What follows belongs to an exercise in optimizing a design on an open flow for a short achievable clock period and few clock cycles per item; a production flow would make more cautious choices.
Function was checked by simulation only, so behaviour that the tests miss may differ from the original.
No driver is modelled on the clock port, so clocking that relies on it looks cheaper here than on a real chip.
Power figures rest on the tool's default switching activity, not on a simulated workload.

==> design.v <==
package ahb_sram_pkg;
  localparam int HADDR_W = 32;
  localparam int HDATA_W = 32;
  localparam int HBE_W   = HDATA_W / 8;
  typedef logic [HADDR_W-1:0]   haddr_t;
  typedef logic [HDATA_W-1:0]   hdata_t;
  typedef logic [HBE_W-1:0]     hbe_t;
  typedef logic [HADDR_W-3:0]   word_idx_t;
  typedef enum logic [1:0] {
    HTRANS_IDLE   = 2'b00,
    HTRANS_BUSY   = 2'b01,
    HTRANS_NONSEQ = 2'b10,
    HTRANS_SEQ    = 2'b11
  } htrans_e;
  typedef enum logic [2:0] {
    HSIZE_BYTE  = 3'b000,
    HSIZE_HWORD = 3'b001,
    HSIZE_WORD  = 3'b010
  } hsize_e;
  typedef enum logic {
    HRESP_OKAY  = 1'b0,
    HRESP_ERROR = 1'b1
  } hresp_e;
  typedef struct packed {
    logic      we;
    hbe_t      be;
    word_idx_t idx;
  } mem_wr_t;
  typedef struct packed {
    logic      re;
    word_idx_t idx;
    logic      bypass;
  } mem_rd_t;
  function automatic hbe_t lane_enables(hsize_e size, logic [1:0] offset);
    hbe_t mask;
    case (size)
      3'b000:  mask = 4'b0001;
      3'b001:  mask = 4'b0011;
      default:     mask = 4'b1111;
    endcase
    lane_enables = mask << offset;
  endfunction
endpackage
`timescale 1ns/1ps
module ahb_sram_dec4_n (
  input  logic [3:0]  a,
  output logic [15:0] y_n
);
  for (genvar j = 0; j < 16; j++) begin : g_out
    assign y_n[j] = ~(a == j);
  end
endmodule
module ahb_sram_dec4 (
  input  logic [3:0]  a,
  output logic [15:0] y
);
  logic [3:0] a_n;
  logic [3:0] p0_n;
  logic [3:0] p1_n;
  for (genvar k = 0; k < 4; k++) begin : g_inv
    ahb_sram_inv u_inv (
      .a (a[k]),
      .y (a_n[k])
    );
  end
  for (genvar j = 0; j < 4; j++) begin : g_pre
    ahb_sram_nand2 u_p0 (
      .a ((j % 2) ? a[0] : a_n[0]),
      .b ((j / 2) ? a[1] : a_n[1]),
      .y (p0_n[j])
    );
    ahb_sram_nand2 u_p1 (
      .a ((j % 2) ? a[2] : a_n[2]),
      .b ((j / 2) ? a[3] : a_n[3]),
      .y (p1_n[j])
    );
  end
  for (genvar j = 0; j < 16; j++) begin : g_out
    ahb_sram_nor2 u_out (
      .a (p0_n[j % 4]),
      .b (p1_n[j / 4]),
      .y (y[j])
    );
  end
endmodule
module ahb_sram_addr_phase (
  input  logic                  HCLK,
  input  logic                  HRESETn,
  input  logic                  HSEL,
  input  ahb_sram_pkg::haddr_t  HADDR,
  input  logic                  HWRITE,
  input  ahb_sram_pkg::hsize_e  HSIZE,
  input  ahb_sram_pkg::htrans_e HTRANS,
  input  logic                  HREADY,
  output logic [3:0][15:0]      wr_lo_n,
  output logic [3:0][15:0]      wr_hi_n,
  output logic [3:0][15:0]      rd_lo,
  output logic [3:0][15:0]      rd_hi,
  output logic [3:0]            rd_bypass
);
  logic               active;
  logic               wr_accept;
  logic               wr_we;
  ahb_sram_pkg::hbe_t be;
  ahb_sram_pkg::hbe_t wr_be;
  logic [7:0]         idx;
  logic [7:0]         phase_idx;
  logic               same_word;
  assign active    = HSEL && HTRANS[1];
  assign wr_accept = HREADY && active && HWRITE;
  assign idx = HADDR[9:2];
  assign be  = ahb_sram_pkg::lane_enables(HSIZE, HADDR[1:0]);
  always_ff @(posedge HCLK or negedge HRESETn) begin
    if (!HRESETn) begin
      wr_we <= 1'b0;
    end else begin
      wr_we <= wr_accept;
    end
  end
  always_ff @(posedge HCLK) begin
    wr_be     <= be;
    phase_idx <= idx;
  end
  for (genvar b = 0; b < 4; b++) begin : g_wr_lane
    logic [15:0] lo_n;
    logic [15:0] hi_n;
    ahb_sram_dec4_n u_dec_lo (
      .a   (idx[3:0]),
      .y_n (lo_n)
    );
    ahb_sram_dec4_n u_dec_hi (
      .a   (idx[7:4]),
      .y_n (hi_n)
    );
    always_ff @(posedge HCLK or negedge HRESETn) begin
      if (!HRESETn) begin
        wr_lo_n[b] <= '1;
      end else begin
        wr_lo_n[b] <= lo_n | {16{!(wr_accept && be[b])}};
      end
    end
    always_ff @(posedge HCLK) begin
      wr_hi_n[b] <= hi_n;
    end
  end
  for (genvar b = 0; b < 4; b++) begin : g_rd_lane
    ahb_sram_dec4 u_dec_lo (
      .a (idx[3:0]),
      .y (rd_lo[b])
    );
    ahb_sram_dec4 u_dec_hi (
      .a (idx[7:4]),
      .y (rd_hi[b])
    );
  end
  assign same_word = wr_we && (phase_idx == idx);
  assign rd_bypass = same_word ? wr_be : 4'b0000;
endmodule
`timescale 1ns/1ps
module ahb_sram_aoi22 (
  input  logic a1,
  input  logic a2,
  input  logic b1,
  input  logic b2,
  output logic y
);
  assign y = ~((a1 & a2) | (b1 & b2));
endmodule
module ahb_sram_inv (
  input  logic a,
  output logic y
);
  assign y = ~a;
endmodule
module ahb_sram_nand2 (
  input  logic a,
  input  logic b,
  output logic y
);
  assign y = ~(a & b);
endmodule
module ahb_sram_nor2 (
  input  logic a,
  input  logic b,
  output logic y
);
  assign y = ~(a | b);
endmodule
module ahb_sram_rd_bit (
  input  logic [15:0]  col,
  input  logic [15:0]  row,
  input  logic [255:0] d,
  output logic         y
);
  logic [15:0][7:0] l1_n;
  logic [15:0][3:0] l2;
  logic [15:0][1:0] l3_n;
  logic [15:0]      l4;
  logic [7:0]       l5_n;
  logic [3:0]       l6;
  logic [1:0]       l7_n;
  for (genvar r = 0; r < 16; r++) begin : g_row
    for (genvar p = 0; p < 8; p++) begin : g_l1
      ahb_sram_aoi22 u_g (
        .a1 (col[2*p]),
        .a2 (d[16*r + 2*p]),
        .b1 (col[2*p+1]),
        .b2 (d[16*r + 2*p+1]),
        .y  (l1_n[r][p])
      );
    end
    for (genvar q = 0; q < 4; q++) begin : g_l2
      ahb_sram_nand2 u_g (
        .a (l1_n[r][2*q]),
        .b (l1_n[r][2*q+1]),
        .y (l2[r][q])
      );
    end
    for (genvar m = 0; m < 2; m++) begin : g_l3
      ahb_sram_nor2 u_g (
        .a (l2[r][2*m]),
        .b (l2[r][2*m+1]),
        .y (l3_n[r][m])
      );
    end
    ahb_sram_nand2 u_l4 (
      .a (l3_n[r][0]),
      .b (l3_n[r][1]),
      .y (l4[r])
    );
  end
  for (genvar k = 0; k < 8; k++) begin : g_l5
    ahb_sram_aoi22 u_g (
      .a1 (row[2*k]),
      .a2 (l4[2*k]),
      .b1 (row[2*k+1]),
      .b2 (l4[2*k+1]),
      .y  (l5_n[k])
    );
  end
  for (genvar k = 0; k < 4; k++) begin : g_l6
    ahb_sram_nand2 u_g (
      .a (l5_n[2*k]),
      .b (l5_n[2*k+1]),
      .y (l6[k])
    );
  end
  for (genvar k = 0; k < 2; k++) begin : g_l7
    ahb_sram_nor2 u_g (
      .a (l6[2*k]),
      .b (l6[2*k+1]),
      .y (l7_n[k])
    );
  end
  ahb_sram_nand2 u_l8 (
    .a (l7_n[0]),
    .b (l7_n[1]),
    .y (y)
  );
endmodule
module ahb_sram_out_bit (
  input  logic HCLK,
  input  logic rd,
  input  logic wd,
  input  logic bypass,
  output logic y
);
  logic rd_q;
  logic wd_q;
  logic byp_q;
  logic keep_q;
  logic rd_keep_n;
  logic wd_pick_n;
  always_ff @(posedge HCLK) begin
    rd_q   <= rd;
    wd_q   <= wd;
    byp_q  <= bypass;
    keep_q <= ~bypass;
  end
  ahb_sram_nand2 u_keep (
    .a (rd_q),
    .b (keep_q),
    .y (rd_keep_n)
  );
  ahb_sram_nand2 u_pick (
    .a (wd_q),
    .b (byp_q),
    .y (wd_pick_n)
  );
  ahb_sram_nand2 u_out (
    .a (rd_keep_n),
    .b (wd_pick_n),
    .y (y)
  );
endmodule
module sram_1r1w (
  input  logic                  HCLK,
  input  logic [3:0][15:0]      wr_lo_n,
  input  logic [3:0][15:0]      wr_hi_n,
  input  ahb_sram_pkg::hdata_t  wdata,
  input  logic [3:0][15:0]      rd_lo,
  input  logic [3:0][15:0]      rd_hi,
  input  logic [3:0]            rd_bypass,
  output ahb_sram_pkg::hdata_t  rdata
);
  logic [255:0][31:0] mem;
  logic [3:0][255:0]  wr_en;
  logic [31:0]        rd_word;
  for (genvar b = 0; b < 4; b++) begin : g_lane
    for (genvar i = 0; i < 256; i++) begin : g_word
      ahb_sram_nor2 u_wr (
        .a (wr_lo_n[b][i % 16]),
        .b (wr_hi_n[b][i / 16]),
        .y (wr_en[b][i])
      );
      always_ff @(posedge HCLK) begin
        if (wr_en[b][i]) begin
          mem[i][8*b +: 8] <= wdata[8*b +: 8];
        end
      end
    end
  end
  for (genvar n = 0; n < 32; n++) begin : g_bit
    logic [255:0] col;
    for (genvar i = 0; i < 256; i++) begin : g_col
      assign col[i] = mem[i][n];
    end
    ahb_sram_rd_bit u_rd (
      .col (rd_lo[n / 8]),
      .row (rd_hi[n / 8]),
      .d   (col),
      .y   (rd_word[n])
    );
  end
  for (genvar n = 0; n < 32; n++) begin : g_out
    ahb_sram_out_bit u_out (
      .HCLK   (HCLK),
      .rd     (rd_word[n]),
      .wd     (wdata[n]),
      .bypass (rd_bypass[n / 8]),
      .y      (rdata[n])
    );
  end
endmodule
`timescale 1ns/1ps
module ahb_sram_resp (
  output logic HREADYOUT
);
  assign HREADYOUT = 1'b1;
endmodule
`timescale 1ns/1ps
module ahb_sram #(
  parameter int MEM_DEPTH         = 256,
  parameter bit REGISTERED_OUTPUT = 1'b0
) (
  input  logic                  HCLK,
  input  logic                  HRESETn,
  input  logic                  HSEL,
  input  ahb_sram_pkg::haddr_t  HADDR,
  input  ahb_sram_pkg::hdata_t  HWDATA,
  output ahb_sram_pkg::hdata_t  HRDATA,
  input  logic                  HWRITE,
  input  ahb_sram_pkg::hsize_e  HSIZE,
  input  logic [2:0]            HBURST,
  input  logic [3:0]            HPROT,
  input  ahb_sram_pkg::htrans_e HTRANS,
  input  logic                  HMASTLOCK,
  input  logic                  HREADY,
  output logic                  HREADYOUT,
  output ahb_sram_pkg::hresp_e  HRESP
);
  logic [3:0][15:0] wr_lo_n;
  logic [3:0][15:0] wr_hi_n;
  logic [3:0][15:0] rd_lo;
  logic [3:0][15:0] rd_hi;
  logic [3:0]       rd_bypass;
  assign HRESP = ahb_sram_pkg::HRESP_OKAY;
  ahb_sram_addr_phase u_addr_phase (
    .HCLK      (HCLK),
    .HRESETn   (HRESETn),
    .HSEL      (HSEL),
    .HADDR     (HADDR),
    .HWRITE    (HWRITE),
    .HSIZE     (HSIZE),
    .HTRANS    (HTRANS),
    .HREADY    (HREADY),
    .wr_lo_n   (wr_lo_n),
    .wr_hi_n   (wr_hi_n),
    .rd_lo     (rd_lo),
    .rd_hi     (rd_hi),
    .rd_bypass (rd_bypass)
  );
  sram_1r1w u_sram (
    .HCLK      (HCLK),
    .wr_lo_n   (wr_lo_n),
    .wr_hi_n   (wr_hi_n),
    .wdata     (HWDATA),
    .rd_lo     (rd_lo),
    .rd_hi     (rd_hi),
    .rd_bypass (rd_bypass),
    .rdata     (HRDATA)
  );
  ahb_sram_resp u_resp (
    .HREADYOUT (HREADYOUT)
  );
endmodule
==> run.sh <==
#!/bin/bash
# synth_recipe.tcl (not shown) runs the flow's synth.tcl, then flattens the netlist and writes it again
# the make line also repeats each setting of config.mk as NAME=value (left out here)
make -C /OpenROAD-flow-scripts/flow DESIGN_CONFIG=/design/flow/config.mk WORK_HOME=/design/flow/orfs CLKGATE_MAP_FILE= SYNTH_SCRIPT=/design/flow/synth_recipe.tcl finish
==> config.mk <==
export PLATFORM = sky130hd
export DESIGN_NAME = ahb_sram
export DESIGN_NICKNAME = ahb_sram
export VERILOG_FILES = /design/flow/design.v
export SDC_FILE = /design/flow/constraint.sdc
export NUM_CORES = 8
export LEC_CHECK = 0
export ABC_CLOCK_PERIOD_IN_PS = 2000
export CAP_MARGIN = 20
export CORE_MARGIN = 2
export CORE_UTILIZATION = 45
export CTS_CLUSTER_DIAMETER = 100
export CTS_CLUSTER_SIZE = 30
export SETUP_SLACK_MARGIN = 3.5
export SLEW_MARGIN = 20
export SYNTH_HIERARCHICAL = 1
==> constraint.sdc <==
create_clock -name core_clock -period 6.0 [get_ports {HCLK}]
set_input_delay 1.2000 -clock core_clock [delete_from_list [all_inputs] [get_ports {HCLK}]]
set_output_delay 1.2000 -clock core_clock [all_outputs]
set_load 0.01 [all_outputs]
==> results of run 1 <==
[cells in the mapped netlist (all sizes together) (2+ instances only)]
cell type and n:
edfxtp 8192, a22oi 4352, nand2 2882, nor2 2243
dfxtp 204, inv 69, dfstp 64, nand4bb 48
nand2b 37, nand4b 32, or4b 32, clkbuf 25
or2 16, buf 13, or2b 12, nand4 10
or4 8, xnor2 8, nor4 4, a21oi 3
a211oi 2, conb 2
[final cells by class]
class | instances | area [um2]
Antenna cell | 9 | 22.5
Clock buffer | 530 | 9140
Clock inverter | 38 | 459
Fill cell | 58900 | 358000
Inverter | 69 | 313
Multi-Input combinational cell | 9700 | 79000
Sequential cell | 8461 | 252000
Tap cell | 9607 | 12000
Timing Repair Buffer | 954 | 15100
[worst max-delay path by stage]
| stage | start | depth (start not counted) | endpoint | slack, ns |
|---|---|---|---|---|
| 6_report | u_sram.g_out[24].u_out.keep_q$_DFF_P_ | 3 | HRDATA[24] | 3.06 |
| 3_3_place_gp | HADDR[2] | 12 | u_sram.g_out[3].u_out.rd_q$_DFF_P_ | 1.15 |
| 4_1_cts | u_sram.g_out[30].u_out.keep_q$_DFF_P_ | 3 | HRDATA[30] | 2.95 |
| 5_1_grt | u_sram.g_out[30].u_out.keep_q$_DFF_P_ | 3 | HRDATA[30] | 2.97 |
| 2_1_floorplan | HADDR[2] | 11 | u_sram.g_out[24].u_out.rd_q$_DFF_P_ | 1.18 |
| 3_5_place_dp | HADDR[3] | 12 | u_sram.g_out[18].u_out.rd_q$_DFF_P_ | 1.11 |
[registers in the layout, summed over array words and instances, names as in the netlist, 8 cells and up]
name	count
u_sram.mem	8192
u_sram.g_out.u_out.rd_q	32
u_sram.g_out.u_out.byp_q	32
u_sram.g_out.u_out.wd_q	32
u_addr_phase.phase_idx	8
u_addr_phase.wr_lo_n	64
u_addr_phase.wr_hi_n	64
u_sram.g_out.u_out.keep_q	32
[stage by stage]
step | hold slack (ns) | instances | worst slack (ns) | power [mW] | area [um2]
final | 0.319 | 29400 | 3.06 | 99.3 | 368000
after global routing | 0.297 | 29400 | 2.97 | 102 | 368000
after CTS | 0.230 | 29100 | 2.95 | 99.4 | 363000
after detailed placement | 0.726 | 28300 | 1.11 | 71.2 | 346000
after global placement | 0.720 | 28300 | 1.15 | 71.1 | 345000
after floorplan | 0.554 | 18300 | 1.18 | 68.5 | 328000
[power by group through the flow]
| stage | Clock, mW | Sequential, mW | Combinational (mW) |
|---|---|---|---|
| after detailed placement | 0 | 66.2 | 4.97 |
| after global placement | 0 | 66.2 | 4.91 |
| final | 28.5 | 64.9 | 5.84 |
| after global routing | 30.8 | 64.9 | 6.14 |
| after CTS | 29.1 | 64.9 | 5.49 |
| after floorplan | 0 | 66.1 | 2.39 |
[modules after synthesis, one instance, submodules excluded, excerpt]
module	area, um2	flops+latches
ahb_sram_aoi22	12.5	0
ahb_sram_inv	3.75	0
ahb_sram	11.3	0
ahb_sram_addr_phase	3890	141
ahb_sram_resp	11.3	0
ahb_sram_nand2	3.75	0
[logic make-up after synthesis]
| family | after synthesis | synth area share |
|---|---|---|
| other cells | 2 | 0.0000229 |
| compound gates | 4359 | 0.166 |
| simple gates | 5325 | 0.0641 |
| buf+inv | 107 | 0.00144 |
| flops | 8461 | 0.768 |
| xor+xnor | 8 | 0.000214 |
[worst max-delay path, cell delays in order (launching register included)]
cell     delay (ns)
dfxtp_2        0.34
nand2_4        0.14
nand2_4        0.06
buf_6          0.12
[routing by layer]
metal  GRT usage  up-vias  share of wire  routed length [um]
met5           0        -       0.000076                  69
met4      0.0496       10          0.025               22600
met3      0.0262      929          0.068               62000
met2       0.371     6206           0.48              433000
met1       0.336    92500           0.43              390000
li1            -    75100              -                   -
[placed cells by master, fill, tap and decap left out, types with 14 or more instances in the layout]
master     netlist  routed
buf_4            2     327
or2_2           16      16
nand2_2          0     297
bufbuf_16        0      18
buf_16           0     138
nor2_1        2243    1765
buf_6            8     111
inv_6            0      14
nor2_2           0     306
nand4bb_1       48      48
or4b_1          24      24
buf_8            0      71
nand2_1       2882    2539
nor2_4           0     178
clkbuf_16        0     402
buf_12           0     205
dfxtp_1        204     146
nand2_4          0      30
dfxtp_2          0      47
a22oi_2       4352    4352
clkbuf_1        25     194
dfstp_2         64      64
nand2b_1        36      36
nand4b_1        32      32
nand2_8          0      16
inv_1           69      54
edfxtp_1      8192    8192
[timing repair]
action,in CTS,in global routing
cloned,98,87
gates resized for setup,1015,694
endpoints found under the setup margin,102,103
buffers inserted,201,131
pin swaps,319,495
endpoints found under the hold margin,0,0
==> results_dict.tcl, run 1 <==
set metrics [dict create \
    gp_congestion 0.808 \
    rsz0062_at_grt "true" \
    first_iter_violations 20900 \
    ys_seq_area_frac 0.768 \
    viasPerCell 5.95 \
    ant_nets 0 \
    slew_headroom 0.158 \
    hold_buffers 0 \
    clk_path_buf_depth 4 \
    reg2reg_depth 1 \
    async_flop_share 0.00768 \
    root_buffer "clkbuf_16" \
    synth-main-ff-cell "edfxtp_1" \
    rows 313 \
    drtPass1Iterations 6 \
    port_buffers 82 \
    grt_pass1_wl_um 1230000 \
    route.detailed.wl_per_inst_um 30.9 \
    die-height_um 858 \
    syn_inst 18300 \
    cp_data_arrival_time_ns 1.74 \
    internal-power_mw 77.4 \
    fin_skew_ns 0.0469 \
    synthTopCellsByArea "edfxtp_1, a22oi_2, nand2_1" \
    synth_edf_count 8192 \
    yosysWarnings 9 \
    p_clk_frac 0.287 \
    finalMaxSlewViolations 0 \
    io-pin-count 116 \
    p_leak_nw 114 \
    h-tree-depth 5 \
    cts_sinks 8461 \
    cts_tree "yes" \
    layout-drive-gt1-share 0.338 \
    setup.worst_path.end_class "primary output" \
    vias 175000 \
    ys_ff_latch 8461 \
    numCtsBuffers 326 \
    fmax_mhz 340 \
    fin_crit_sh 0.490 \
    area_delta_synth_final_pct 12.2 \
    grt_pass1_vias 168000 \
    cap_violations 0 \
    reg2reg_from "u_addr_phase.wr_lo_n[25]$_DFF_PN1_" \
    route.detailed.drc 0 \
    ys_types 31 \
    start_kind "flip-flop" \
    grt-ovfl-total 0 \
    yosysTopAreaCell "edfxtp_1" \
    synth_area_um2 328000 \
    p_sw_mw 21.9 \
    seqPwrFrac 0.654 \
    criticalPathCategory "flip-flop to primary output" \
    ir_drop_mv 0.276 \
    initial_core_util 0.452 \
    critPathRequiredTime_ns 4.80 \
    tns_ns 0 \
    final_util 0.507 \
    status "complete, no violations" \
    hold_viol 0 \
    synth_top_cell_area_share 0.750 \
    coreArea_um2 726000 \
    path_clk_slew_ns 0.12 \
    finalCriticalPeriod_ns 2.94 \
    worstSkewPairLatency_ns 1.05 \
    worstMarginPinSlew_ns 1.26 \
    swShare 0.220 \
    power.density_nw_per_um2 270 \
    r2r_slack_ns 3.66 \
    setup_violations 0 \
    path_max_fanout 1 \
    synth.avg_cell_area_um2 18.0 \
    synth.net_count 18300 \
    totalWireLength_um 907000 \
    die_w_um 858 \
    grt_max_degree 187 \
    hp-class "primary input to async pin" \
    hpwl_um 469000 \
    num-nets-final 19600 \
    grt_use_total 0.229 \
    die_area_um2 735000 \
    share_comb_of_total_power 0.059 \
    r2r-end "u_sram.mem[298]$_DFFE_PP_" \
    antenna_found_initial 22 \
]
Testbench counts, summed over its fixed seeds: cycles 160,008, items 160,000.
==> inputs of run 2 (changes only) <==
--- a/config.mk
+++ b/config.mk
@@ -8,9 +8,8 @@
 export ABC_CLOCK_PERIOD_IN_PS = 2000
 export CAP_MARGIN = 20
 export CORE_MARGIN = 2
-export CORE_UTILIZATION = 45
-export CTS_CLUSTER_DIAMETER = 100
-export CTS_CLUSTER_SIZE = 30
+export CORE_UTILIZATION = 75
+export PLACE_DENSITY = 0.82
 export SETUP_SLACK_MARGIN = 3.5
 export SLEW_MARGIN = 20
 export SYNTH_HIERARCHICAL = 1
==> run 2 against run 1 <==
Compared with the run above:
- clock-buffer cell count is 541 higher
- fmax fell by 1.8%
- synthesized cell count stayed put
- clock skew down 0.0034 ns
- still clean
- critical path depth unchanged
==> results_dict.tcl, run 2 <==
set metrics [dict create \
    top_register "u_sram.mem" \
    num-nets-final 19800 \
    ys_ff_latch 8461 \
    timing.hold.ws_ns 0.239 \
    route.detailed.drc 0 \
    setup_violations 0 \
    yosysTopAreaCell "edfxtp_1" \
    ys_types 31 \
    port_buffers 82 \
    top_regs "u_sram.mem (8192), u_addr_phase.wr_hi_n (64), u_addr_phase.wr_lo_n (64)" \
    numCtsBuffers 780 \
    root_buffer "clkbuf_16" \
    start_kind "flip-flop" \
    grt_pass1_wl_um 1230000 \
    hpwl_um 447000 \
    vias 190000 \
    fin_crit_sh 0.499 \
    antenna_found_initial 22 \
    cap_violations 0 \
    die_w_um 665 \
    viasPerCell 7.24 \
    fin_skew_ns 0.0435 \
    finalPower_mw 120 \
    path_clk_slew_ns 0.06 \
    synth_top_cell_area_share 0.750 \
    synthTopCellsByArea "edfxtp_1, a22oi_2, nand2_1" \
    grt-ovfl-total 0 \
    cp_data_arrival_time_ns 1.79 \
    synth_edf_count 8192 \
    status "complete, no violations" \
    worstMarginPinSlew_ns 1.32 \
    synthTopCellsByCount "edfxtp_1, a22oi_2, nand2_1, nor2_1, dfxtp_1" \
    rows 242 \
    finalCriticalPeriod_ns 2.99 \
    async_flop_share 0.00768 \
    initial_core_util 0.754 \
    layout_commonest_cell "edfxtp_1" \
    fmax_mhz 334 \
    syn_inst 18300 \
    die-height_um 665 \
    ir_drop_mv 0.356 \
    die_area_um2 442000 \
    gp_congestion 0.861 \
    largest_reg_flops 8192 \
    route.detailed.wl_per_inst_um 34.4 \
    coreArea_um2 435000 \
    io-pin-count 116 \
    finalMaxSlewViolations 0 \
    final_cell_area_um2 374000 \
    power.density_nw_per_um2 320 \
    area_delta_synth_final_pct 14.1 \
    slew_headroom 0.122 \
    cts_sinks 8461 \
    post-synth-top-count-cell "edfxtp_1" \
    fin_ws_ns 3.01 \
    synth_area_um2 328000 \
    worstSkewPairLatency_ns 1.17 \
    first_iter_violations 30300 \
    criticalPathCategory "flip-flop to primary output" \
    place_area_um2 340000 \
    layout-drive-gt1-share 0.343 \
    h-tree-depth 6 \
    synth.net_count 18300 \
    p_leak_nw 120 \
    hold_viol 0 \
    yosysWarnings 9 \
    path_max_fanout 1 \
    layout_common_cells "edfxtp_1, a22oi_2, nand2_1" \
    ys_seq_area_frac 0.768 \
    grt_max_degree 165 \
    hp-class "primary input to async pin" \
    grt_pass1_vias 183000 \
    tns_ns 0 \
    grt_use_total 0.381 \
    rsz0062_at_grt "true" \
    cts_tree "yes" \
    totalWireLength_um 900000 \
    clk_path_buf_depth 4 \
    synth-main-ff-cell "edfxtp_1" \
    critPathRequiredTime_ns 4.80 \
    drtPass1Iterations 7 \
    synth.avg_cell_area_um2 18.0 \
    setup.worst_path.end_class "primary output" \
    hold_buffers 0 \
    ant_nets 0 \
    place_ws_ns 1.15 \
]
## run 2: cell count changes in the layout (fill, tap and decap cells not counted), moves of 55 or more
cell and change:
buf_16 -67, bufinv_16 +55, clkinv_1 +143, nor2_2 -80, nor2_1 +119, buf_4 -75
clkbuf_16 +474, clkinv_2 +138, clkbuf_8 +55
## run 2: stage by stage
stage,std cells,utilization
floorplan,18300,-
global placement,24400,0.783
detailed placement,24400,0.783
CTS,26000,0.850
global route,26200,0.860
finish,26200,0.860
## run 2: final cells by class
class,instances,area [um2]
multi-input combinational,9697,78300
sequential,8461,252000
fill,17300,60700
tap,5734,7170
antenna,29,72.6
clock buffer,1071,21800
timing repair buffer,740,11200
inverter,69,293
clock inverter,385,3360
## run 2: cell families (layout without fill, tap and decap cells)
group / Yosys count / in the layout / share of synthesized area
DFF: 8461 / 8461 / 0.768
AOI/OAI and AO/OA: 4359 / 4359 / 0.166
xor gates and xnor gates: 8 / 8 / 0.000214
and+or+nand+nor: 5325 / 5328 / 0.0641
other: 2 / 31 / 0.0000229
buffers and inverters: 107 / 2265 / 0.00144
## run 2: worst paths after layout
path | from | to | slack [ns] | depth (start not counted)
hold / removal | HRESETn | u_addr_phase.wr_we$_DFF_PN0_ | 0.24 | 1
setup reg to reg | u_addr_phase.wr_lo_n[56]$_DFF_PN1_ | u_sram.mem[4377]$_DFFE_PP_ | 3.61 | 1
max in group asynchronous | HRESETn | u_addr_phase.wr_we$_DFF_PN0_ | 5.20 | 1
hold reg to reg | u_addr_phase.wr_be[1]$_DFF_P_ | u_sram.g_out[14].u_out.byp_q$_DFF_P_ | 0.74 | 3
min in group core_clock | HWDATA[29] | u_sram.g_out[29].u_out.wd_q$_DFF_P_ | 0.34 | 1
setup / recovery | u_sram.g_out[24].u_out.rd_q$_DFF_P_ | HRDATA[24] | 3.01 | 3
## run 2: what timing repair did
action	4_1_cts	5_1_grt
pin swaps	142	291
buffers inserted	110	102
setup endpoints to repair	80	92
gates resized for setup	631	603
gates cloned	41	88
## run 2: modules after synthesis (local to each module, per instance), a selection
| module | cells | cell area (um2) |
|---|---|---|
| sram_1r1w | 8192 | 246000 |
| ahb_sram_addr_phase | 242 | 3890 |
| ahb_sram_dec4_n | 20 | 186 |
| ahb_sram_out_bit | 5 | 83.8 |
| ahb_sram_aoi22 | 1 | 12.5 |
| ahb_sram | 2 | 11.3 |
| ahb_sram_resp | 2 | 11.3 |
| ahb_sram_nor2 | 1 | 3.75 |
| ahb_sram_nand2 | 1 | 3.75 |
## run 2: metal layers
metal / vias to the layer above / track usage / part of all wire
li1: 76100 / - / -
met1: 95400 / 0.520 / 0.34
met2: 15300 / 0.598 / 0.47
met3: 2805 / 0.0780 / 0.13
met4: 18 / 0.183 / 0.059
met5: - / 0 / 0.00013
## run 2: critical path: stages, from the launching register on
cell and delay, ns:
dfxtp_4 0.40, nand2_2 0.07, nand2_2 0.07, buf_6 0.10
## run 2: where the power goes
| part | total, mW | leakage [nW] | switching [mW] | internal (mW) |
|---|---|---|---|---|
| Clock | 49.2 | 12.4 | 21.4 | 27.8 |
| Combinational | 5.63 | 31.3 | 4.01 | 1.62 |
| Sequential | 65.0 | 76.0 | 0.179 | 64.8 |
==> inputs of run 3 (changes only) <==
--- a/config.mk
+++ b/config.mk
@@ -8,8 +8,10 @@
 export ABC_CLOCK_PERIOD_IN_PS = 2000
 export CAP_MARGIN = 20
 export CORE_MARGIN = 2
-export CORE_UTILIZATION = 75
-export PLACE_DENSITY = 0.82
+export CORE_UTILIZATION = 70
+export CTS_CLUSTER_DIAMETER = 100
+export CTS_CLUSTER_SIZE = 25
+export PLACE_DENSITY = 0.78
 export SETUP_SLACK_MARGIN = 3.5
 export SLEW_MARGIN = 20
 export SYNTH_HIERARCHICAL = 1
==> run 3 against run 2 <==
Compared with the run above:
- clock-buffer cell count is 414 lower
- setup slack better by 0.072 ns
- register-to-register slack better by 0.03 ns
- non-clock buffer count is 65 higher
- first-iteration DRC count is 10% lower
- total power is 16% lower
==> results_dict.tcl, run 3 <==
set metrics [dict create \
    status "complete, no violations" \
    initial_core_util 0.702 \
    stdcell_count 25900 \
    route.detailed.drc 0 \
    yosysTopAreaCell "edfxtp_1" \
    ys_seq_area_frac 0.768 \
    hpwl_um 442000 \
    synth_edf_count 8192 \
    gp_congestion 0.847 \
    die-height_um 688 \
    port_buffers 82 \
    grt_use_total 0.345 \
    worstMarginPinSlew_ns 1.29 \
    slew_headroom 0.139 \
    dp_cells 24800 \
    post-synth-top-count-cell "edfxtp_1" \
    route.detailed.wl_per_inst_um 32.9 \
    die_area_um2 474000 \
    drtPass1Iterations 8 \
    coreArea_um2 467000 \
    fin_crit_sh 0.487 \
    fmax_mhz 342 \
    timing.hold.ws_ns 0.309 \
    layout-drive-gt1-share 0.328 \
    rsz0062_at_grt "true" \
    grt-ovfl-total 0 \
    setup.worst_path.end_class "flip-flop" \
    layout_commonest_cell "edfxtp_1" \
    root_buffer "clkbuf_16" \
    p_sw_mw 21.4 \
    internal-power_mw 78.8 \
    finalPower_mw 100 \
    share_comb_of_total_power 0.056 \
    path_max_fanout 44 \
    area_delta_synth_final_pct 10.5 \
    setup_violations 0 \
    synth.net_count 18300 \
    viasPerCell 6.96 \
    async_flop_share 0.00768 \
    hold_viol 0 \
    criticalPathCategory "primary input to flip-flop" \
    critPathRequiredTime_ns 6.90 \
    path_clk_slew_ns 0.10 \
    cp_data_arrival_time_ns 3.83 \
    h-tree-depth 5 \
    io-pin-count 116 \
    die_w_um 688 \
    finalCriticalPeriod_ns 2.92 \
    synth_area_um2 328000 \
    rows 251 \
    top_regs "u_sram.mem (8192), u_addr_phase.wr_hi_n (64), u_addr_phase.wr_lo_n (64)" \
    finalMaxSlewViolations 0 \
    p_leak_nw 113 \
    vias 180000 \
    seq_area_um2 252000 \
    seqPwrFrac 0.648 \
    p_clk_frac 0.296 \
    ys_ff_latch 8461 \
    cts_sinks 8461 \
    hp-class "primary input to async pin" \
    num-nets-final 19500 \
    top_register "u_sram.mem" \
    ant_nets 0 \
    cts_tree "yes" \
    ys_types 31 \
    tns_ns 0 \
    cap_violations 0 \
    fin_skew_ns 0.0383 \
    synth_top_cell_area_share 0.750 \
    synthTopCellsByArea "edfxtp_1, a22oi_2, nand2_1" \
    fill_cells 24500 \
    worstSkewPairLatency_ns 1.05 \
    syn_inst 18300 \
    hold_buffers 0 \
    synth.avg_cell_area_um2 18.0 \
    ir_drop_mv 0.345 \
    multi_input_area_um2 78500 \
    grt_max_degree 209 \
    synthTopCellsByCount "edfxtp_1, a22oi_2, nand2_1, nor2_1, dfxtp_1" \
    start_kind "primary input" \
    grt_pass1_vias 174000 \
    grt_pass1_wl_um 1190000 \
    yosysWarnings 9 \
    totalWireLength_um 853000 \
    power.density_nw_per_um2 277 \
    first_iter_violations 27300 \
    numCtsBuffers 376 \
    synth-main-ff-cell "edfxtp_1" \
    largest_reg_flops 8192 \
    final_cell_area_um2 362000 \
    swShare 0.214 \
    layout_common_cells "edfxtp_1, a22oi_2, nand2_1" \
    antenna_found_initial 17 \
    clk_path_buf_depth 4 \
    place_area_um2 341000 \
]
## run 3: cell types whose count changed in the layout (fill, tap and decap cells not counted), sizes merged
cell      previous run  this run
nor2              2246      2249
inv                 88        64
bufinv              56         0
buf                656       722
clkinvlp            17        11
bufbuf              10        21
diode               29        11
clkinv             293         2
clkbuf            1136       710
## run 3: cell type report
cell class                      count  share of cell area
Antenna cell                       11           0.0000760
Sequential cell                  8461               0.696
Clock buffer                      657              0.0297
Inverter                           69            0.000829
Multi-Input combinational cell   9700               0.217
Tap cell                         6198              0.0214
Clock inverter                      8            0.000235
Timing Repair Buffer              805              0.0355
## run 3: final timing paths
check	slack, ns	from	end	cells past startpoint
worst max-delay path	3.08	HADDR[3]	u_sram.g_out[5].u_out.rd_q$_DFF_P_	17
worst min-delay path	0.31	HRESETn	u_addr_phase.wr_we$_DFF_PN0_	1
worst max register to register	3.64	u_addr_phase.wr_lo_n[39]$_DFF_PN1_	u_sram.mem[7411]$_DFFE_PP_	1
worst min register to register	0.70	u_addr_phase.wr_be[2]$_DFF_P_	u_sram.g_out[16].u_out.byp_q$_DFF_P_	3
max in group asynchronous	5.13	HRESETn	u_addr_phase.wr_we$_DFF_PN0_	1
min in group core_clock	0.45	HWDATA[7]	u_sram.g_out[7].u_out.wd_q$_DFF_P_	1
## run 3: cell families after synthesis
family                    after synthesis  synth area share
AOI/OAI and AO/OA                    4359             0.166
xor gates and xnor gates                8          0.000214
other                                   2         0.0000229
DFF                                  8461             0.768
buffers and inverters                 107           0.00144
and+or+nand+nor                      5325            0.0641
## run 3: worst max-delay path: stages
cell	delay [ns]
buf_16	0.16
buf_12	0.15
clkinvlp_4	0.15
buf_12	0.16
nand2_8	0.11
nor2_4	0.07
buf_12	0.20
buf_16	0.24
buf_4	0.16
a22oi_2	0.18
nand2_1	0.11
nor2_1	0.25
nand2_1	0.10
a22oi_2	0.12
nand2_1	0.10
nor2_2	0.13
nand2_2	0.11
## run 3: what timing repair did
action / CTS / global route
pin swaps: 262 / 358
cloned: 103 / 64
endpoints found under the setup margin: 128 / 99
buffers inserted: 172 / 94
resized for setup: 921 / 434
## run 3: power groups by stage
stage                     logic (mW)  clock network [mW]  registers, mW
after CTS                       5.27                29.7           64.9
final                           5.61                29.6           64.9
after global routing            5.83                31.6           64.9
after global placement          4.66                   0           66.2
after floorplan                 2.39                   0           66.1
after detailed placement        4.79                   0           66.2
## run 3: metrics by stage
step | setup slack (ns) | utilization
floorplan | 1.18 | -
global placement | 1.18 | 0.730
detailed placement | 1.09 | 0.730
CTS | 3.04 | 0.768
global route | 3.07 | 0.776
finish | 3.08 | 0.776
## run 3: modules after synthesis, one instance, submodules excluded, a selection
| module | cell area, um2 | cells inside |
|---|---|---|
| ahb_sram_out_bit | 83.8 | 5 |
| ahb_sram | 11.3 | 2 |
| ahb_sram_nor2 | 3.75 | 1 |
| ahb_sram_aoi22 | 12.5 | 1 |
| ahb_sram_resp | 11.3 | 2 |
| ahb_sram_dec4_n | 186 | 20 |
| ahb_sram_inv | 3.75 | 1 |
| sram_1r1w | 246000 | 8192 |
| ahb_sram_addr_phase | 3890 | 242 |
| ahb_sram_nand2 | 3.75 | 1 |
## run 3: layer usage
metal | wire [um] | track usage
met4 | 39800 | 0.131
met1 | 314000 | 0.486
met2 | 406000 | 0.553
met5 | 136 | 0
met3 | 92700 | 0.0573
==> inputs of run 4 (changes only) <==
--- a/design.v
+++ b/design.v
@@ -143,11 +143,13 @@
       wr_hi_n[b] <= hi_n;
     end
   end
+  logic [15:0] lo;
+  ahb_sram_dec4 u_dec_lo (
+    .a (idx[3:0]),
+    .y (lo)
+  );
   for (genvar b = 0; b < 4; b++) begin : g_rd_lane
-    ahb_sram_dec4 u_dec_lo (
-      .a (idx[3:0]),
-      .y (rd_lo[b])
-    );
+    assign rd_lo[b] = lo;
     ahb_sram_dec4 u_dec_hi (
       .a (idx[7:4]),
       .y (rd_hi[b])
--- a/config.mk
+++ b/config.mk
@@ -8,10 +8,9 @@
 export ABC_CLOCK_PERIOD_IN_PS = 2000
 export CAP_MARGIN = 20
 export CORE_MARGIN = 2
-export CORE_UTILIZATION = 70
+export CORE_UTILIZATION = 45
 export CTS_CLUSTER_DIAMETER = 100
-export CTS_CLUSTER_SIZE = 25
-export PLACE_DENSITY = 0.78
+export CTS_CLUSTER_SIZE = 30
 export SETUP_SLACK_MARGIN = 3.5
 export SLEW_MARGIN = 20
 export SYNTH_HIERARCHICAL = 1
==> run 4 against run 3 <==
Compared with the run above:
- core utilization down 27 points
- combinational power up 4.5%
- still clean on timing, DRC and antenna
- fmax up 0.58%
- clock-buffer cell count down 105
- wire length up 9.7%
- clock power down 4%
- total power down 1.0%
- critical path type is now flip-flop to primary output
- register-to-register slack better by 0.06 ns
- global-route usage down 10 points
- non-clock buffer count up 155
- highest routed layer unchanged
- sequential share of layout area down 1.3 points
==> results_dict.tcl, run 4 <==
set metrics [dict create \
    hold_buffers 0 \
    hp-class "primary input to async pin" \
    place_ws_ns 0.811 \
    syn_inst 18200 \
    synth_top_cell_area_share 0.750 \
    start_kind "flip-flop" \
    setup_violations 0 \
    io-pin-count 116 \
    drtPass1Iterations 6 \
    top_regs "u_sram.mem (8192), u_addr_phase.wr_hi_n (64), u_addr_phase.wr_lo_n (64)" \
    route.detailed.drc 0 \
    path_max_fanout 1 \
    finalCriticalPeriod_ns 2.90 \
    gp_congestion 0.821 \
    grt_pass1_vias 170000 \
    yosysWarnings 9 \
    cap_violations 0 \
    die_area_um2 736000 \
    yosysTopAreaCell "edfxtp_1" \
    worstMarginPinSlew_ns 1.27 \
    p_leak_nw 114 \
    fin_skew_ns 0.0762 \
    rsz0062_at_grt "true" \
    top_layer_used "met5" \
    h-tree-depth 5 \
    synth_compound_area_frac 0.166 \
    finalPower_mw 99.1 \
    synth-simple-area-share 0.0633 \
    grt_max_degree 162 \
    first_iter_violations 21300 \
    layout_commonest_cell "edfxtp_1" \
    synth.net_count 18300 \
    vias 177000 \
    totalWireLength_um 935000 \
    path_clk_slew_ns 0.11 \
    async_flop_share 0.00768 \
    wl_met3_um 65500 \
    dp_cells 28200 \
    layout_common_cells "edfxtp_1, a22oi_2, nand2_1" \
    synthTopCellsByArea "edfxtp_1, a22oi_2, nand2_1" \
    r2r-end "u_sram.mem[1385]$_DFFE_PP_" \
    timing.hold.ws_ns 0.326 \
    synth_top_family_by_area "compound AO/OA/AOI/OAI gates" \
    cts_tree "yes" \
    endpoint "HRDATA[27]" \
    synth.area.mux_share 0 \
    place_area_um2 345000 \
    setup.worst_path.end_class "primary output" \
    route.detailed.wl_per_inst_um 31.9 \
    port_buffers 82 \
    tns_ns 0 \
    status "complete, no violations" \
    layout-drive-gt1-share 0.335 \
    clk_path_buf_depth 4 \
    hpwl_um 468000 \
    fmax_mhz 344 \
    synth_area_um2 328000 \
    slew_headroom 0.150 \
    final_cell_area_um2 369000 \
    synthXorXnorAreaFrac 0.000214 \
    finalMaxSlewViolations 0 \
    synth.avg_cell_area_um2 18.0 \
    viasPerCell 6.03 \
    wl_met1_um 400000 \
    rows 313 \
    top_register "u_sram.mem" \
    grt-ovfl-total 0 \
    ant_nets 0 \
    area_delta_synth_final_pct 12.5 \
    grt_pass1_wl_um 1290000 \
    coreArea_um2 726000 \
    initial_core_util 0.451 \
    ir_drop_mv 0.262 \
    power.density_nw_per_um2 269 \
    r2r_slack_ns 3.70 \
    fin_ws_ns 3.10 \
    ys_types 31 \
    cp_data_arrival_time_ns 1.70 \
    fin_crit_sh 0.484 \
    criticalPathCategory "flip-flop to primary output" \
    critPathRequiredTime_ns 4.80 \
    synthAdderAreaFrac 0 \
    largest_reg_flops 8192 \
    route.met2.wl_um 445000 \
    die-height_um 858 \
    antenna_found_initial 39 \
    grt_use_total 0.242 \
    ys_seq_area_frac 0.768 \
    root_buffer "clkbuf_16" \
    numCtsBuffers 323 \
    post-synth-top-count-cell "edfxtp_1" \
    ys_ff_latch 8461 \
    cts_sinks 8461 \
    final_util 0.508 \
    synthTopCellsByCount "edfxtp_1, a22oi_2, nand2_1, nor2_1, dfxtp_1" \
    die_w_um 858 \
    synth-main-ff-cell "edfxtp_1" \
    num-nets-final 19500 \
    reg2reg_from "u_addr_phase.wr_lo_n[27]$_DFF_PN1_" \
    synth_edf_count 8192 \
    reg2reg_depth 1 \
    worstSkewPairLatency_ns 1.07 \
    hold_viol 0 \
    stdcell_count 29300 \
    timing.critical_path.from "u_sram.g_out[27].u_out.rd_q$_DFF_P_" \
]
-- run 4: cell count changes in the layout (fill, tap and decap cells not counted), moves of 20 or more --
cell,delta
buf_16,+132
nand2_1,-72
clkbuf_16,-71
nand2_2,+64
clkbuf_1,-51
nor2_1,-49
bufbuf_16,+45
buf_12,-28
buf_4,+24
nor2_4,-20
-- run 4: modules after synthesis, one instance, submodules excluded, excerpt --
module | flip-flops and latches | area, um2 | cells | copies in the design
ahb_sram_inv | 0 | 3.75 | 1 | 20
ahb_sram_nand2 | 0 | 3.75 | 1 | 2856
ahb_sram_resp | 0 | 11.3 | 2 | 1
ahb_sram_dec4_n | 0 | 186 | 20 | 8
ahb_sram_aoi22 | 0 | 12.5 | 1 | 4352
ahb_sram_out_bit | 4 | 83.8 | 5 | 32
ahb_sram_nor2 | 0 | 3.75 | 1 | 2192
sram_1r1w | 8192 | 246000 | 8192 | 1
ahb_sram_addr_phase | 141 | 4250 | 290 | 1
-- run 4: per-layer routing --
| layer | track usage | vias up |
|---|---|---|
| met5 | 0 | - |
| met4 | 0.0557 | 6 |
| met3 | 0.0296 | 967 |
| met2 | 0.394 | 6708 |
| met1 | 0.351 | 94100 |
| li1 | - | 75000 |
-- run 4: kinds of logic after synthesis --
group / count (synthesis)
buffers and inverters: 143
AND/OR/NAND/NOR: 5253
flip-flops: 8461
other: 2
XOR/XNOR: 8
AO/OA/AOI/OAI: 4359
-- run 4: timing repair --
action,4_1_cts,5_1_grt
endpoints found under the hold margin,0,0
gates resized for setup,1303,347
pin swaps,469,355
cloned,204,34
endpoints found under the setup margin,144,95
setup buffers,223,51
-- run 4: final cells by class --
| cell class | instances | area [um2] |
|---|---|---|
| tap | 9607 | 12000 |
| multi-input combinational | 9622 | 78100 |
| timing repair buffer | 960 | 17200 |
| antenna | 15 | 37.5 |
| inverter | 57 | 228 |
| sequential | 8461 | 252000 |
| fill | 58700 | 358000 |
| clock inverter | 17 | 225 |
| clock buffer | 552 | 9220 |
-- run 4: worst min-delay path by stage --
stage	startpoint	to	cells after the start
3_3_place_gp	u_sram.mem[1843]$_DFFE_PP_	u_sram.g_out[19].u_out.rd_q$_DFF_P_	8
5_1_grt	HRESETn	u_addr_phase.wr_we$_DFF_PN0_	1
4_1_cts	HRESETn	u_addr_phase.wr_we$_DFF_PN0_	1
3_5_place_dp	u_addr_phase.wr_be[2]$_DFF_P_	u_sram.g_out[18].u_out.byp_q$_DFF_P_	3
6_report	HRESETn	u_addr_phase.wr_we$_DFF_PN0_	1
2_1_floorplan	u_addr_phase.wr_be[0]$_DFF_P_	u_sram.g_out[0].u_out.byp_q$_DFF_P_	2
-- run 4: where the power goes --
part	total (mW)	internal, mW	switching (mW)
registers	64.9	64.8	0.130
logic	5.86	1.84	4.02
clock network	28.4	10.8	17.6
-- run 4: critical path, cell delays in order, from the launching register on --
cell and delay, ns:
dfxtp_2 0.34, nand2_2 0.06, nand2_4 0.13, buf_6 0.13
Testbench counts of run 4, summed over its fixed seeds: cycles 160,008, items 160,000.
==> inputs of run 5 (changes only) <==
--- a/design.v
+++ b/design.v
@@ -143,13 +143,11 @@
       wr_hi_n[b] <= hi_n;
     end
   end
-  logic [15:0] lo;
-  ahb_sram_dec4 u_dec_lo (
-    .a (idx[3:0]),
-    .y (lo)
-  );
   for (genvar b = 0; b < 4; b++) begin : g_rd_lane
-    assign rd_lo[b] = lo;
+    ahb_sram_dec4 u_dec_lo (
+      .a (idx[3:0]),
+      .y (rd_lo[b])
+    );
     ahb_sram_dec4 u_dec_hi (
       .a (idx[7:4]),
       .y (rd_hi[b])
==> flow/run.sh (new file) <==
#!/bin/bash
# Layout flow: the standard ORFS flow (standard.sh) with one hook,
# latency.tcl, which sets the expected clock insertion delay on the ideal
# clock before floorplanning. make's output goes to flow_make.log in the work
# folder; ORFS's per-step logs are under orfs/logs.
set -euo pipefail
HERE=$(cd "$(dirname "$0")" && pwd)
export PRE_FLOORPLAN_TCL=$HERE/latency.tcl
bash standard.sh > flow_make.log 2>&1
==> flow/latency.tcl (new file) <==
set_clock_latency 0.95 [all_clocks]
==> standard.sh (new file) <==
#!/bin/bash
# synth_recipe.tcl (not shown) runs the flow's synth.tcl, then flattens the netlist and writes it again
# the make line also repeats each setting of config.mk as NAME=value (left out here)
make -C /OpenROAD-flow-scripts/flow DESIGN_CONFIG=/design/flow/config.mk WORK_HOME=/design/flow/orfs CLKGATE_MAP_FILE= SYNTH_SCRIPT=/design/flow/synth_recipe.tcl "${@:-finish}"
--- a/config.mk
+++ b/config.mk
@@ -8,9 +8,10 @@
 export ABC_CLOCK_PERIOD_IN_PS = 2000
 export CAP_MARGIN = 20
 export CORE_MARGIN = 2
-export CORE_UTILIZATION = 45
+export CORE_UTILIZATION = 65
 export CTS_CLUSTER_DIAMETER = 100
 export CTS_CLUSTER_SIZE = 30
+export PLACE_DENSITY = 0.72
 export SETUP_SLACK_MARGIN = 3.5
 export SLEW_MARGIN = 20
 export SYNTH_HIERARCHICAL = 1
removed: run.sh
==> run 5 against run 4 <==
Compared with the run above:
- synthesized area is essentially flat
- flip-flop and latch count did not move
- sequential share of layout area is 1.0 points higher
- combinational power shrank 3%
==> results_dict.tcl, run 5 <==
set metrics [dict create \
    status "complete, no violations" \
    area_delta_synth_final_pct 10.9 \
    hpwl_um 456000 \
    synth_edf_count 8192 \
    layout_commonest_cell "edfxtp_1" \
    synthTopCellsByCount "edfxtp_1, a22oi_2, nand2_1, nor2_1, dfxtp_1" \
    synth-main-ff-cell "edfxtp_1" \
    fmax_mhz 346 \
    grt_pass1_wl_um 1160000 \
    power.density_nw_per_um2 271 \
    layout_common_cells "edfxtp_1, a22oi_2, nand2_1" \
    multi_input_area_um2 78800 \
    cts_sinks 8461 \
    num-nets-final 19600 \
    criticalPathCategory "flip-flop to primary output" \
    worstSkewPairLatency_ns 1.03 \
    totalWireLength_um 861000 \
    numCtsBuffers 321 \
    route.detailed.wl_per_inst_um 32.5 \
    fill_cells 30000 \
    route.detailed.drc 0 \
    wl_met1_um 338000 \
    synth_top_cell_area_share 0.750 \
    synth_area_um2 328000 \
    initial_core_util 0.653 \
    tns_ns 0 \
    hold_viol 0 \
    slew_headroom 0.159 \
    synth.net_count 18300 \
    coreArea_um2 502000 \
    grt_use_total 0.311 \
    top_layer_used "met5" \
    viasPerCell 6.74 \
    finalMaxSlewViolations 0 \
    worstMarginPinSlew_ns 1.26 \
    ant_nets 0 \
    async_flop_share 0.00768 \
    yosysWarnings 9 \
    ys_ff_latch 8461 \
    wl_met3_um 82800 \
    cp_data_arrival_time_ns 1.69 \
    drtPass1Iterations 6 \
    seq_area_um2 252000 \
    post-synth-top-count-cell "edfxtp_1" \
    fin_crit_sh 0.481 \
    vias 178000 \
    critPathRequiredTime_ns 4.80 \
    rsz0062_at_grt "true" \
    path_clk_slew_ns 0.12 \
    grt-ovfl-total 0 \
    ir_drop_mv 0.259 \
    largest_reg_flops 8192 \
    hp-class "primary input to async pin" \
    top_regs "u_sram.mem (8192), u_addr_phase.wr_hi_n (64), u_addr_phase.wr_lo_n (64)" \
    die-height_um 714 \
    io-pin-count 116 \
    h-tree-depth 5 \
    grt_max_degree 195 \
    rows 260 \
    cap_violations 0 \
    finalCriticalPeriod_ns 2.89 \
    antenna_found_initial 26 \
    p_leak_nw 114 \
    port_buffers 82 \
    synth.avg_cell_area_um2 18.0 \
    ys_seq_area_frac 0.768 \
    syn_inst 18300 \
    synthTopCellsByArea "edfxtp_1, a22oi_2, nand2_1" \
    layout-drive-gt1-share 0.335 \
    ys_types 31 \
    die_area_um2 510000 \
    cts_tree "yes" \
    clk_path_buf_depth 4 \
    die_w_um 714 \
    fin_skew_ns 0.0435 \
    setup_violations 0 \
    setup.worst_path.end_class "primary output" \
    path_max_fanout 1 \
    start_kind "flip-flop" \
    yosysTopAreaCell "edfxtp_1" \
    grt_pass1_vias 168000 \
    route.met2.wl_um 414000 \
    gp_congestion 0.831 \
    final_util 0.724 \
    first_iter_violations 24600 \
    top_register "u_sram.mem" \
    root_buffer "clkbuf_16" \
]
-- run 5: critical path: stages, from the launching register on --
cell and delay [ns]:
dfxtp_2 0.38, nand2_1 0.05, nand2_1 0.08, buf_2 0.14
-- run 5: final cells by class --
class / instances / share of cell area
multi-input combinational: 9701 / 0.217
clock inverter: 8 / 0.000258
tap: 6681 / 0.0230
timing repair buffer: 980 / 0.0407
inverter: 69 / 0.000826
antenna: 9 / 0.0000619
sequential: 8461 / 0.693
clock buffer: 546 / 0.0257
-- run 5: stage by stage --
step / total power [mW] / hold slack [ns] / std cells / setup slack, ns / instance area [um2]
floorplan: 68.5 / 0.554 / 18300 / 1.18 / 328000
global placement: 71.0 / 0.736 / 25400 / 1.08 / 342000
detailed placement: 71.1 / 0.753 / 25400 / 1.03 / 342000
CTS: 98.2 / 0.284 / 26100 / 3.02 / 357000
global route: 101 / 0.361 / 26400 / 3.07 / 364000
finish: 98.5 / 0.342 / 26500 / 3.11 / 364000
-- run 5: logic make-up after synthesis --
family          after synthesis  share of synthesized area
compound gates             4359                      0.166
flops                      8461                      0.768
xor+xnor                      8                   0.000214
buf+inv                     107                    0.00144
other cells                   2                  0.0000229
simple gates               5325                     0.0641
-- run 5: routing by layer --
layer | up-vias | GRT usage
li1 | 75100 | -
met1 | 92800 | 0.456
met2 | 9288 | 0.500
met3 | 1137 | 0.0454
met4 | 8 | 0.0806
met5 | - | 0
-- run 5: worst paths after layout --
kind / from / to / slack (ns) / cells after the start
setup / recovery: u_sram.g_out[26].u_out.rd_q$_DFF_P_ / HRDATA[26] / 3.11 / 3
hold / removal: HRESETn / u_addr_phase.wr_we$_DFF_PN0_ / 0.34 / 1
setup reg to reg: u_addr_phase.wr_lo_n[21]$_DFF_PN1_ / u_sram.mem[169]$_DFFE_PP_ / 3.66 / 1
hold reg to reg: u_addr_phase.wr_be[2]$_DFF_P_ / u_sram.g_out[18].u_out.byp_q$_DFF_P_ / 0.76 / 3
max in group asynchronous: HRESETn / u_addr_phase.wr_we$_DFF_PN0_ / 5.06 / 1
min in group core_clock: HWDATA[6] / u_sram.g_out[6].u_out.wd_q$_DFF_P_ / 0.51 / 1
-- run 5: power by group --
group / leakage, nW / total, mW / internal (mW) / switching (mW)
sequential: 76.0 / 64.9 / 64.8 / 0.136
combinational: 33.1 / 5.71 / 1.77 / 3.94
clock: 4.52 / 27.9 / 10.9 / 17.0
-- run 5: repair_timing --
item / CTS / global route
hold buffers: 0 / 0
gates resized for setup: 795 / 770
pin swaps: 200 / 511
setup buffers: 165 / 186
cloned: 53 / 124
setup endpoints to repair: 80 / 76
-- run 5: modules after synthesis (local to each module, per instance), excerpt --
module               flip-flops and latches  area [um2]
ahb_sram_resp                             0        11.3
ahb_sram                                  0        11.3
ahb_sram_out_bit                          4        83.8
ahb_sram_addr_phase                     141        3890
ahb_sram_dec4_n                           0         186
sram_1r1w                              8192      246000
ahb_sram_inv                              0        3.75
ahb_sram_aoi22                            0        12.5
ahb_sram_nand2                            0        3.75
ahb_sram_nor2                             0        3.75
Testbench counts of run 5, summed over its fixed seeds: cycles 160,008, items 160,000.
==> inputs of run 6 (changes only) <==
--- a/config.mk
+++ b/config.mk
@@ -10,7 +10,8 @@
 export CORE_MARGIN = 2
 export CORE_UTILIZATION = 65
 export CTS_CLUSTER_DIAMETER = 100
-export CTS_CLUSTER_SIZE = 30
+export CTS_CLUSTER_SIZE = 25
+export GPL_ROUTABILITY_DRIVEN = 0
 export PLACE_DENSITY = 0.72
 export SETUP_SLACK_MARGIN = 3.5
 export SLEW_MARGIN = 20
==> run 6 against run 5 <==
Compared with the run above:
- still clean
- combinational power grew 1%
- non-clock buffer count is 78 higher
- critical path depth did not move
- synthesized cell count unchanged
- core utilization grew 0.53 points
- setup slack improved by 0.0073 ns
- fmax is 0.25% higher
- register-to-register slack improved by 0.04 ns
- flip-flop and latch count stayed put
- clock power up 7%
- final cell count up 0.74%
- largest power group unchanged
==> results_dict.tcl, run 6 <==
set metrics [dict create \
    status "complete, no violations" \
    ant_nets 0 \
    top_register "u_sram.mem" \
    synth.net_count 18300 \
    place_area_um2 342000 \
    layout_common_cells "edfxtp_1, a22oi_2, nand2_1" \
    viasPerCell 6.73 \
    cp_data_arrival_time_ns 1.68 \
    hp-class "primary input to async pin" \
    root_buffer "clkbuf_16" \
    place_ws_ns 1.03 \
    io-pin-count 116 \
    cts_sinks 8461 \
    criticalPathCategory "flip-flop to primary output" \
    area_delta_synth_final_pct 11.7 \
    synth_top_cell_area_share 0.750 \
    finalPower_mw 100 \
    hpwl_um 456000 \
    synth.avg_cell_area_um2 18.0 \
    h-tree-depth 5 \
    yosysWarnings 9 \
    layout-drive-gt1-share 0.337 \
    synth_compound_area_frac 0.166 \
    path_max_fanout 1 \
    p_sw_mw 21.5 \
    grt_pass1_wl_um 1170000 \
    ys_types 31 \
    layout_commonest_cell "edfxtp_1" \
    antenna_found_initial 20 \
    die_area_um2 510000 \
    num-nets-final 19700 \
    path_clk_slew_ns 0.10 \
    grt_max_degree 195 \
    seqPwrFrac 0.646 \
    synth-simple-area-share 0.0641 \
    share_comb_of_total_power 0.058 \
    synthTopCellsByArea "edfxtp_1, a22oi_2, nand2_1" \
    finalCriticalPeriod_ns 2.88 \
    swShare 0.214 \
    cts_tree "yes" \
    port_buffers 82 \
    final_util 0.730 \
    ys_ff_latch 8461 \
    stdcell_count 26700 \
    die_w_um 714 \
    reg2reg_from "u_addr_phase.wr_lo_n[58]$_DFF_PN1_" \
    top_regs "u_sram.mem (8192), u_addr_phase.wr_hi_n (64), u_addr_phase.wr_lo_n (64)" \
    die-height_um 714 \
    p_leak_nw 115 \
    grt_pass1_vias 169000 \
    finalMaxSlewViolations 0 \
    internal-power_mw 78.9 \
    post-synth-top-count-cell "edfxtp_1" \
    grt-ovfl-total 0 \
    syn_inst 18300 \
    largest_reg_flops 8192 \
    worstMarginPinSlew_ns 1.28 \
    rsz0062_at_grt "true" \
    synth.area.mux_share 0 \
    ir_drop_mv 0.309 \
    hold_buffers 0 \
    p_clk_frac 0.296 \
    slew_headroom 0.143 \
    rows 260 \
    start_kind "flip-flop" \
    tns_ns 0 \
    setup_violations 0 \
    coreArea_um2 502000 \
    initial_core_util 0.653 \
    synthXorXnorAreaFrac 0.000214 \
    fin_crit_sh 0.480 \
    drtPass1Iterations 6 \
    final_cell_area_um2 366000 \
    timing.critical_path.from "u_sram.g_out[17].u_out.rd_q$_DFF_P_" \
    fmax_mhz 347 \
    synth_edf_count 8192 \
    totalWireLength_um 873000 \
    numCtsBuffers 376 \
    route.detailed.drc 0 \
    yosysTopAreaCell "edfxtp_1" \
    power.density_nw_per_um2 274 \
    first_iter_violations 24400 \
    synth_area_um2 328000 \
    vias 179000 \
    critPathRequiredTime_ns 4.80 \
    worstSkewPairLatency_ns 1.04 \
    route.detailed.wl_per_inst_um 32.8 \
    async_flop_share 0.00768 \
    fin_skew_ns 0.0375 \
    fin_ws_ns 3.12 \
    hold_viol 0 \
    grt_use_total 0.313 \
    synth-main-ff-cell "edfxtp_1" \
    ys_seq_area_frac 0.768 \
    synthTopCellsByCount "edfxtp_1, a22oi_2, nand2_1, nor2_1, dfxtp_1" \
    clk_path_buf_depth 4 \
    synthAdderAreaFrac 0 \
    setup.worst_path.end_class "primary output" \
    cap_violations 0 \
    timing.hold.ws_ns 0.339 \
    dp_cells 25400 \
    synth_top_family_by_area "compound AO/OA/AOI/OAI gates" \
]
run 6: repair_timing:
action | in CTS | in global routing
endpoints found under the setup margin | 88 | 85
gates resized for setup | 845 | 728
hold endpoints to repair | 0 | 0
buffers inserted | 180 | 225
pin swaps | 221 | 500
gates cloned | 66 | 135
run 6: final cells by class:
type,count,area (um2)
Antenna cell,10,25.0
Clock buffer,663,10800
Clock inverter,9,108
Multi-Input combinational cell,9701,78700
Sequential cell,8461,252000
Tap cell,6681,8360
Inverter,69,317
Timing Repair Buffer,1058,16000
Fill cell,29700,136000
run 6: final timing paths:
path | to | slack (ns) | depth (start not counted)
hold reg to reg | u_sram.g_out[22].u_out.rd_q$_DFF_P_ | 0.77 | 8
hold / removal | u_addr_phase.wr_we$_DFF_PN0_ | 0.34 | 1
min in group core_clock | u_sram.g_out[6].u_out.wd_q$_DFF_P_ | 0.52 | 1
setup reg to reg | u_sram.mem[1884]$_DFFE_PP_ | 3.70 | 1
setup / recovery | HRDATA[17] | 3.12 | 3
max in group asynchronous | u_addr_phase.wr_we$_DFF_PN0_ | 5.07 | 1
run 6: power groups by stage:
stage          registers, mW  clock network (mW)  logic (mW)
3_5_place_dp            66.2                   0        4.85
5_1_grt                 64.9                31.9        6.03
4_1_cts                 64.9                30.0        5.24
2_1_floorplan           66.1                   0        2.39
3_3_place_gp            66.2                   0        4.75
6_report                64.9                29.8        5.79
run 6: per-module statistics from Yosys (local to each module, per instance), a selection:
| module | flip-flops and latches | cells |
|---|---|---|
| sram_1r1w | 8192 | 8192 |
| ahb_sram_addr_phase | 141 | 242 |
| ahb_sram_dec4_n | 0 | 20 |
| ahb_sram_out_bit | 4 | 5 |
| ahb_sram_aoi22 | 0 | 1 |
| ahb_sram | 0 | 2 |
| ahb_sram_resp | 0 | 2 |
| ahb_sram_inv | 0 | 1 |
| ahb_sram_nand2 | 0 | 1 |
| ahb_sram_nor2 | 0 | 1 |
run 6: critical path, stage by stage (launching register included):
cell,delay (ns)
dfxtp_2,0.37
nand2_2,0.07
nand2_4,0.11
buf_6,0.11
run 6: per-layer routing:
layer  track usage  part of all wire  up-vias
met3        0.0423             0.098     1314
met5             0          0.000025        -
met1         0.460              0.39    92900
met4        0.0926             0.036        4
met2         0.500              0.48     9621
li1              -                 -    75500
run 6: cell families after synthesis:
| logic type | count (synthesis) |
|---|---|
| and+or+nand+nor | 5325 |
| buffers and inverters | 107 |
| DFF | 8461 |
| xor gates and xnor gates | 8 |
| AOI/OAI and AO/OA | 4359 |
| other | 2 |
==> inputs of run 7 (changes only) <==
--- a/config.mk
+++ b/config.mk
@@ -10,9 +10,9 @@
 export CORE_MARGIN = 2
 export CORE_UTILIZATION = 65
 export CTS_CLUSTER_DIAMETER = 100
-export CTS_CLUSTER_SIZE = 25
-export GPL_ROUTABILITY_DRIVEN = 0
+export CTS_CLUSTER_SIZE = 30
 export PLACE_DENSITY = 0.72
-export SETUP_SLACK_MARGIN = 3.5
+export SETUP_SLACK_MARGIN = 3.3
 export SLEW_MARGIN = 20
 export SYNTH_HIERARCHICAL = 1
+export TNS_END_PERCENT = 20
==> run 7 against run 6 <==
Compared with the run above:
- first-iteration DRC count decreased by 16%
- largest power group unchanged
- still clean on timing, DRC and antenna
- core utilization decreased by 2.3 points
- critical path type is now primary input to flip-flop
- setup slack got worse by 0.085 ns
- combinational power decreased by 13%
- fmax decreased by 2.9%
- sequential power about the same
==> results_dict.tcl, run 7 <==
set metrics [dict create \
    h-tree-depth 5 \
    ant_nets 0 \
    synth_edf_count 8192 \
    status "complete, no violations" \
    internal-power_mw 77.0 \
    post-synth-top-count-cell "edfxtp_1" \
    yosysTopAreaCell "edfxtp_1" \
    layout_commonest_cell "edfxtp_1" \
    yosysWarnings 9 \
    root_buffer "clkbuf_16" \
    num-nets-final 19300 \
    synth.avg_cell_area_um2 18.0 \
    stdcell_count 26100 \
    critPathRequiredTime_ns 6.92 \
    numCtsBuffers 321 \
    dp_cells 25400 \
    swShare 0.211 \
    ys_types 31 \
    timing.critical_path.from "HADDR[4]" \
    hpwl_um 456000 \
    slew_headroom 0.183 \
    cts_sinks 8461 \
    worstMarginPinSlew_ns 1.23 \
    die-height_um 714 \
    grt_pass1_vias 166000 \
    synth.net_count 18300 \
    drtPass1Iterations 7 \
    p_clk_frac 0.284 \
    cp_data_arrival_time_ns 3.88 \
    top_regs "u_sram.mem (8192), u_addr_phase.wr_hi_n (64), u_addr_phase.wr_lo_n (64)" \
    path_max_fanout 67 \
    endpoint "u_sram.g_out[11].u_out.rd_q$_DFF_P_" \
    rsz0062_at_grt "true" \
    path_clk_slew_ns 0.11 \
    route.detailed.wl_per_inst_um 30.5 \
    initial_core_util 0.653 \
    first_iter_violations 20500 \
    io-pin-count 116 \
    ir_drop_mv 0.258 \
    antenna_found_initial 20 \
    grt-ovfl-total 0 \
    ys_seq_area_frac 0.768 \
    timing.hold.ws_ns 0.335 \
    synthTopCellsByArea "edfxtp_1, a22oi_2, nand2_1" \
    r2r-end "u_sram.mem[169]$_DFFE_PP_" \
    cts_tree "yes" \
    setup_violations 0 \
    reg2reg_from "u_addr_phase.wr_lo_n[21]$_DFF_PN1_" \
    p_leak_nw 110 \
    synth-main-ff-cell "edfxtp_1" \
    layout-drive-gt1-share 0.295 \
    power.density_nw_per_um2 275 \
    synth_area_um2 328000 \
    worstSkewPairLatency_ns 1.02 \
    synthTopCellsByCount "edfxtp_1, a22oi_2, nand2_1, nor2_1, dfxtp_1" \
    die_area_um2 510000 \
    synth_top_cell_area_share 0.750 \
    die_w_um 714 \
    rows 260 \
    route.detailed.drc 0 \
    final_util 0.707 \
    syn_inst 18300 \
    vias 173000 \
    top_register "u_sram.mem" \
    totalWireLength_um 797000 \
    tns_ns 0 \
    r2r_slack_ns 3.73 \
    fin_skew_ns 0.0407 \
    ys_ff_latch 8461 \
    p_sw_mw 20.6 \
    grt_use_total 0.301 \
]
[run 7: cells by family (layout without fill, tap and decap cells)]
family | Yosys count | after routing | share of synthesized area
xor gates and xnor gates | 8 | 8 | 0.000214
buffers and inverters | 107 | 1284 | 0.00144
and+or+nand+nor | 5325 | 5332 | 0.0641
other | 2 | 9 | 0.0000229
AOI/OAI and AO/OA | 4359 | 4359 | 0.166
DFF | 8461 | 8461 | 0.768
[run 7: layer usage]
metal / track usage / wire length (um)
met1: 0.442 / 324000
met5: 0 / 35
met4: 0.0765 / 22900
met3: 0.0408 / 67300
met2: 0.484 / 383000
[run 7: cell type report]
class                      instances  area, um2
antenna                            7       17.5
clock buffer                     546       9350
clock inverter                     8       93.8
fill                           31100     147000
inverter                          69        285
multi-input combinational       9701      76900
sequential                      8461     252000
tap                             6681       8360
timing repair buffer             661       7990
[run 7: power by group through the flow]
| stage | combinational [mW] | sequential [mW] | clock, mW |
|---|---|---|---|
| finish | 5.06 | 64.9 | 27.7 |
| global route | 5.35 | 64.9 | 30.0 |
| CTS | 4.92 | 64.9 | 28.1 |
| detailed placement | 4.85 | 66.2 | 0 |
| global placement | 4.75 | 66.2 | 0 |
| floorplan | 2.39 | 66.1 | 0 |
[run 7: worst max-delay path, cell delays in order]
cell	delay (ns)
buf_16	0.17
clkinvlp_4	0.23
nand2_8	0.17
nor2_4	0.07
buf_12	0.20
a22oi_2	0.29
nand2_1	0.08
nor2_1	0.28
nand2_1	0.20
a22oi_2	0.20
nand2_1	0.21
nor2_4	0.22
nand2_1	0.08
[run 7: how the worst min path moves through the flow]
stage | to | cells past startpoint | slack [ns]
floorplan | u_sram.g_out[0].u_out.byp_q$_DFF_P_ | 2 | 0.55
CTS | u_addr_phase.wr_we$_DFF_PN0_ | 1 | 0.28
global route | u_addr_phase.wr_we$_DFF_PN0_ | 1 | 0.36
finish | u_addr_phase.wr_we$_DFF_PN0_ | 1 | 0.33
global placement | u_sram.g_out[17].u_out.byp_q$_DFF_P_ | 3 | 0.74
detailed placement | u_sram.g_out[22].u_out.rd_q$_DFF_P_ | 8 | 0.75
[run 7: metrics by stage]
stage	area, um2	total power [mW]	setup slack (ns)
2_1_floorplan	328000	68.5	1.18
3_3_place_gp	342000	71.0	1.08
3_5_place_dp	342000	71.1	1.03
4_1_cts	353000	97.9	3.02
5_1_grt	355000	100	3.06
6_report	355000	97.7	3.03
[run 7: modules after synthesis (local to each module, per instance), a selection]
module | times used | cells | cell area, um2 | flops+latches
ahb_sram_aoi22 | 4352 | 1 | 12.5 | 0
ahb_sram | 1 | 2 | 11.3 | 0
sram_1r1w | 1 | 8192 | 246000 | 8192
ahb_sram_nand2 | 2880 | 1 | 3.75 | 0
ahb_sram_resp | 1 | 2 | 11.3 | 0
ahb_sram_out_bit | 32 | 5 | 83.8 | 4
ahb_sram_dec4_n | 8 | 20 | 186 | 0
ahb_sram_inv | 32 | 1 | 3.75 | 0
ahb_sram_nor2 | 2240 | 1 | 3.75 | 0
ahb_sram_addr_phase | 1 | 242 | 3890 | 141
[run 7: timing repair]
item,in CTS,in global routing
pin swaps,43,54
setup endpoints to repair,64,64
cloned,5,29
buffers inserted,87,88
hold buffers,0,0
resized for setup,372,148
